Source: an optimization exercise on an open RTL-to-GDS flow (aim: small area, a short achievable clock period and few clock cycles). Production flows keep margins and buffers that such runs may drop.
Power figures rest on the tool's default switching activity, not on a simulated workload.

==> 10-24 <==
==> flow/design.v (excerpt) <==
module keyword_tokenizer_unit (
  input  logic        clk_i,
  input  logic        rst_ni,
  input  logic        in_valid_i,
  output logic        in_ready_o,
  input  logic [7:0]  char_in_i,
  input  logic        end_of_input_i,
  output logic        out_valid_o,
  input  logic        out_ready_i,
  output logic [4:0]  token_kind_o,
  output logic [31:0] number_value_o,
  output logic [6:0]  text_length_o,
  output logic        is_chunk_o,
  output logic [63:0] text_chunk_o,
  output logic        last_o
);
  logic         rdy_q;
  logic         ir_v_q, sk_v_q;
  logic [8:0]   sk_q;           
  kt_pkg::cls_t ir_q;           
  logic [8:0]   ir_src;
  logic         consume;
  logic         in_fire, ir_free, sk_v_d;
  assign ir_src     = sk_v_q ? sk_q : {end_of_input_i, char_in_i};
  assign in_ready_o = rdy_q;
  assign in_fire    = in_valid_i && rdy_q;
  assign ir_free    = !ir_v_q || consume;
  assign sk_v_d     = !ir_free && (sk_v_q || in_fire);
  always_ff @(posedge clk_i or negedge rst_ni) begin
    if (!rst_ni) begin
      rdy_q  <= 1'b1;
      ir_v_q <= 1'b0;
      sk_v_q <= 1'b0;
    end else begin
      rdy_q  <= !sk_v_d;
      ir_v_q <= !ir_free || sk_v_q || in_fire;
      sk_v_q <= sk_v_d;
    end
  end
  always_ff @(posedge clk_i) begin
    if (rdy_q) sk_q <= {end_of_input_i, char_in_i};
    if (ir_free) ir_q <= kt_pkg::classify(ir_src[7:0], ir_src[8]);
  end
  logic        m_num_q, m_id_q;    
  logic [31:0] acc_q;              
  logic [6:0]  len_q;              
  logic [2:0]  base_q;             
  logic [2:0]  wrp_q;              
  logic        sq_ch_q;            
  logic [2:0]  sq_row_q;           
  logic [2:0]  sq_lrow_q;          
  logic [2:0]  sq_llane_q;         
  logic        sq_own_q;           
  logic [4:0]  sq_kind_q;
  logic        sl_v_q;             
  logic [4:0]  sl_kind_q;
  kt_pkg::cls_t cls;
  assign cls = ir_q;
  logic out_free, o_valid, o_is_num, o_is_chunk;
  logic [7:0]  n_row, n_lane;
  ...
==> flow/config.mk <==
export PLATFORM = sky130hd
export DESIGN_NAME = keyword_tokenizer_unit
export DESIGN_NICKNAME = keyword_tokenizer_unit
export VERILOG_FILES = /design/flow/design.v
export SDC_FILE = /design/flow/constraint.sdc
export NUM_CORES = 4
export LEC_CHECK = 0
export ABC_CLOCK_PERIOD_IN_PS = 2500
export CAP_MARGIN = 20
export CORE_MARGIN = 2
export CORE_UTILIZATION = 40
export CTS_BUF_LIST = sky130_fd_sc_hd__clkbuf_16
export CTS_CLUSTER_DIAMETER = 60
export CTS_CLUSTER_SIZE = 24
export SETUP_SLACK_MARGIN = 4.2
export SLEW_MARGIN = 20
==> flow/constraint.sdc <==
create_clock -name core_clock -period 7.0 [get_ports {clk_i}]
set_input_delay 1.4000 -clock core_clock [delete_from_list [all_inputs] [get_ports {clk_i}]]
set_output_delay 1.4000 -clock core_clock [all_outputs]
set_load 0.01 [all_outputs]
standard.sh (not shown) runs the stock make flow with config.mk's settings and CLKGATE_MAP_FILE= SYNTH_SCRIPT=/design/flow/synth_recipe.tcl, a recipe that flattens the netlist after the stock synthesis.
==> flow/flow/run.sh <==
#!/bin/bash
# Standard layout, with the port buffers made from plain buffers (buf_2) instead of the
# delay cell buffer_ports picks by default. Each tool's output goes to its own log here.
set -euo pipefail
bash standard.sh "BUFFER_PORTS_ARGS=-buffer_cell sky130_fd_sc_hd__buf_2" finish > standard.log 2>&1
==> 03-13 (differences from 10-24) <==
--- a/flow/design.v
+++ b/flow/design.v
@@ -207,10 +207,20 @@
     for (int l = 0; l < 8; l++) begin
       text_chunk_o[8*l +: 8] = {1'b0, chunk_q[7*l +: 7]};
     end
   end
 endmodule
+module kt_pick #(
+  parameter int unsigned W = 1
+) (
+  input  logic         sel_i,
+  input  logic [W-1:0] a0_i,
+  input  logic [W-1:0] a1_i,
+  output logic [W-1:0] y_o
+);
+  assign y_o = sel_i ? a1_i : a0_i;
+endmodule
 module keyword_tokenizer_unit (
   input  logic        clk_i,
   input  logic        rst_ni,
   input  logic        in_valid_i,
   output logic        in_ready_o,
@@ -317,16 +327,16 @@
         else                act_r[r] = 1'b1;
       end
     end
   end
   logic acc_we, sq_emit, enq;
-  assign act      = act_r[out_ready_i];
-  assign lex_emit = lex_emit_r[out_ready_i];
-  assign wr_en    = wr_en_r[out_ready_i];
-  assign sq_emit  = sq_emit_r[out_ready_i];
-  assign acc_we   = acc_we_r[out_ready_i];
-  assign enq      = enq_r[out_ready_i];
+  kt_pick #(.W(6)) u_pick (
+    .sel_i (out_ready_i),
+    .a0_i  ({act_r[0], lex_emit_r[0], wr_en_r[0], sq_emit_r[0], acc_we_r[0], enq_r[0]}),
+    .a1_i  ({act_r[1], lex_emit_r[1], wr_en_r[1], sq_emit_r[1], acc_we_r[1], enq_r[1]}),
+    .y_o   ({act, lex_emit, wr_en, sq_emit, acc_we, enq})
+  );
   assign consume  = act && !end_only;
   always_ff @(posedge clk_i or negedge rst_ni) begin
     if (!rst_ni) begin
       m_num_q <= 1'b0;
       m_id_q  <= 1'b0;
@@ -380,12 +390,23 @@
       wrp_q  <= sym ? lrow + 3'd1 : base_q;
       wrow_q <= 8'(1) << (sym ? lrow + 3'd1 : base_q);
       if (sym) base_q <= lrow + 3'd1;
     end
   end
-  logic mem_we;
-  assign mem_we = ir_v_q && (cont_id || start_id) && wr_ok;
+  logic       w_v_q;
+  logic [5:0] w_addr_q, w_code_q;
+  always_ff @(posedge clk_i or negedge rst_ni) begin
+    if (!rst_ni) begin
+      w_v_q <= 1'b0;
+    end else begin
+      w_v_q <= wr_en;
+    end
+  end
+  always_ff @(posedge clk_i) begin
+    w_addr_q <= {wrp_q, len_q[2:0]};
+    w_code_q <= cls.code;
+  end
   logic sq_lastc;
   logic [6:0] len_m1;
   logic [2:0] lrow;
   assign sq_lastc = (sq_row_q == sq_lrow_q);
   assign len_m1   = len_q - 7'd1;
@@ -435,13 +456,13 @@
       blk_q <= blk_q & ~n_row;
     end
   end
   kt_ident_mem u_mem (
     .clk_i     (clk_i),
-    .wr_en_i   (mem_we),
-    .wr_addr_i ({wrp_q, len_q[2:0]}),
-    .wr_code_i (cls.code),
+    .wr_en_i   (w_v_q),
+    .wr_addr_i (w_addr_q),
+    .wr_code_i (w_code_q),
     .rd_row_i  (n_row),
     .rd_lane_i (n_lane),
     .rd_text_o (n_chunk)
   );
   kt_kw_match u_kw (
SETUP_SLACK_MARGIN = 4.4   (was 4.2)
SYNTH_HIERARCHICAL = 1   (was not set)
SYNTH_MINIMUM_KEEP_SIZE = 0   (was not set)
==> results.txt <==
* Horizontal die dimension at 261 um
* Outcome: timing/DRC/antenna clean
* Routed len/inst at 22.7 um
* Post-detail-place hpwl at 42400 um
* Height of the die at 261 um
* Iteration-0 DRC count of the detailed router at 1745
* Count of clock tree sinks at 594
* Worst setup path start: u_out.is_num_q
* Leading cell types by count after synthesis: 543 x sky130_fd_sc_hd__edfxtp_1, 175 x sky130_fd_sc_hd__a22oi_1, 151 x sky130_fd_sc_hd__nor2_1
* Share of total power consumed by net switching at 39.2%
That was 03-13.
==> results.txt <==
* Fraction of the mapped netlist area in simple logic gates at 10.5%
* Worst setup path start: u_out.is_num_q
* Post-detail-place hpwl at 40200 um
* Share of total power consumed by net switching at 36.3%
* Outcome: timing/DRC/antenna clean
* Leading cell types by count after synthesis: 543 x sky130_fd_sc_hd__edfxtp_1, 136 x sky130_fd_sc_hd__nor2_1, 110 x sky130_fd_sc_hd__nand2_1
* Count of clock tree sinks at 581
* Horizontal die dimension at 256 um
* Iteration-0 DRC count of the detailed router at 1981
* Fraction of area in multi-input gates at 27.4%
* Height of the die at 256 um
That was 10-24.
No functional check of the RTL was part of any run of this note.

## separate check: timing with driven ports
How much do the figures lean on ideal ports? The routed layouts below were timed once more, with nothing changed but the port constraints.
Step 1 (the two cells are an assumption about what drives the block):
set clk [get_ports {clk_i}]
set_driving_cell -lib_cell sky130_fd_sc_hd__clkbuf_16 $clk
set_driving_cell -lib_cell sky130_fd_sc_hd__buf_2 [delete_from_list [all_inputs] $clk]
Step 2 times the ports against the registers' clock, not the clock port: input delays grow and output delays shrink by t, the midpoint of the rising clock arrivals with the driver on.
a / b / c = ideal ports / drivers / drivers and shift; a / b = the first two.
run | t (ns) | setup WS [ns] | worst register clock-pin slew, ns | cell pins on the clock port's net
10-24 | 0.681 | 4.008 / 3.947 / 3.502 | 0.09 / 0.09 | 1
03-13 | 0.659 | 4.032 / 3.976 / 3.781 | 0.09 / 0.09 | 1
After both steps every run listed still meets setup and hold. For 10-24, which loses most, drivers alone change the setup slack by -0.061 ns; drivers and shift together by -0.506 ns.
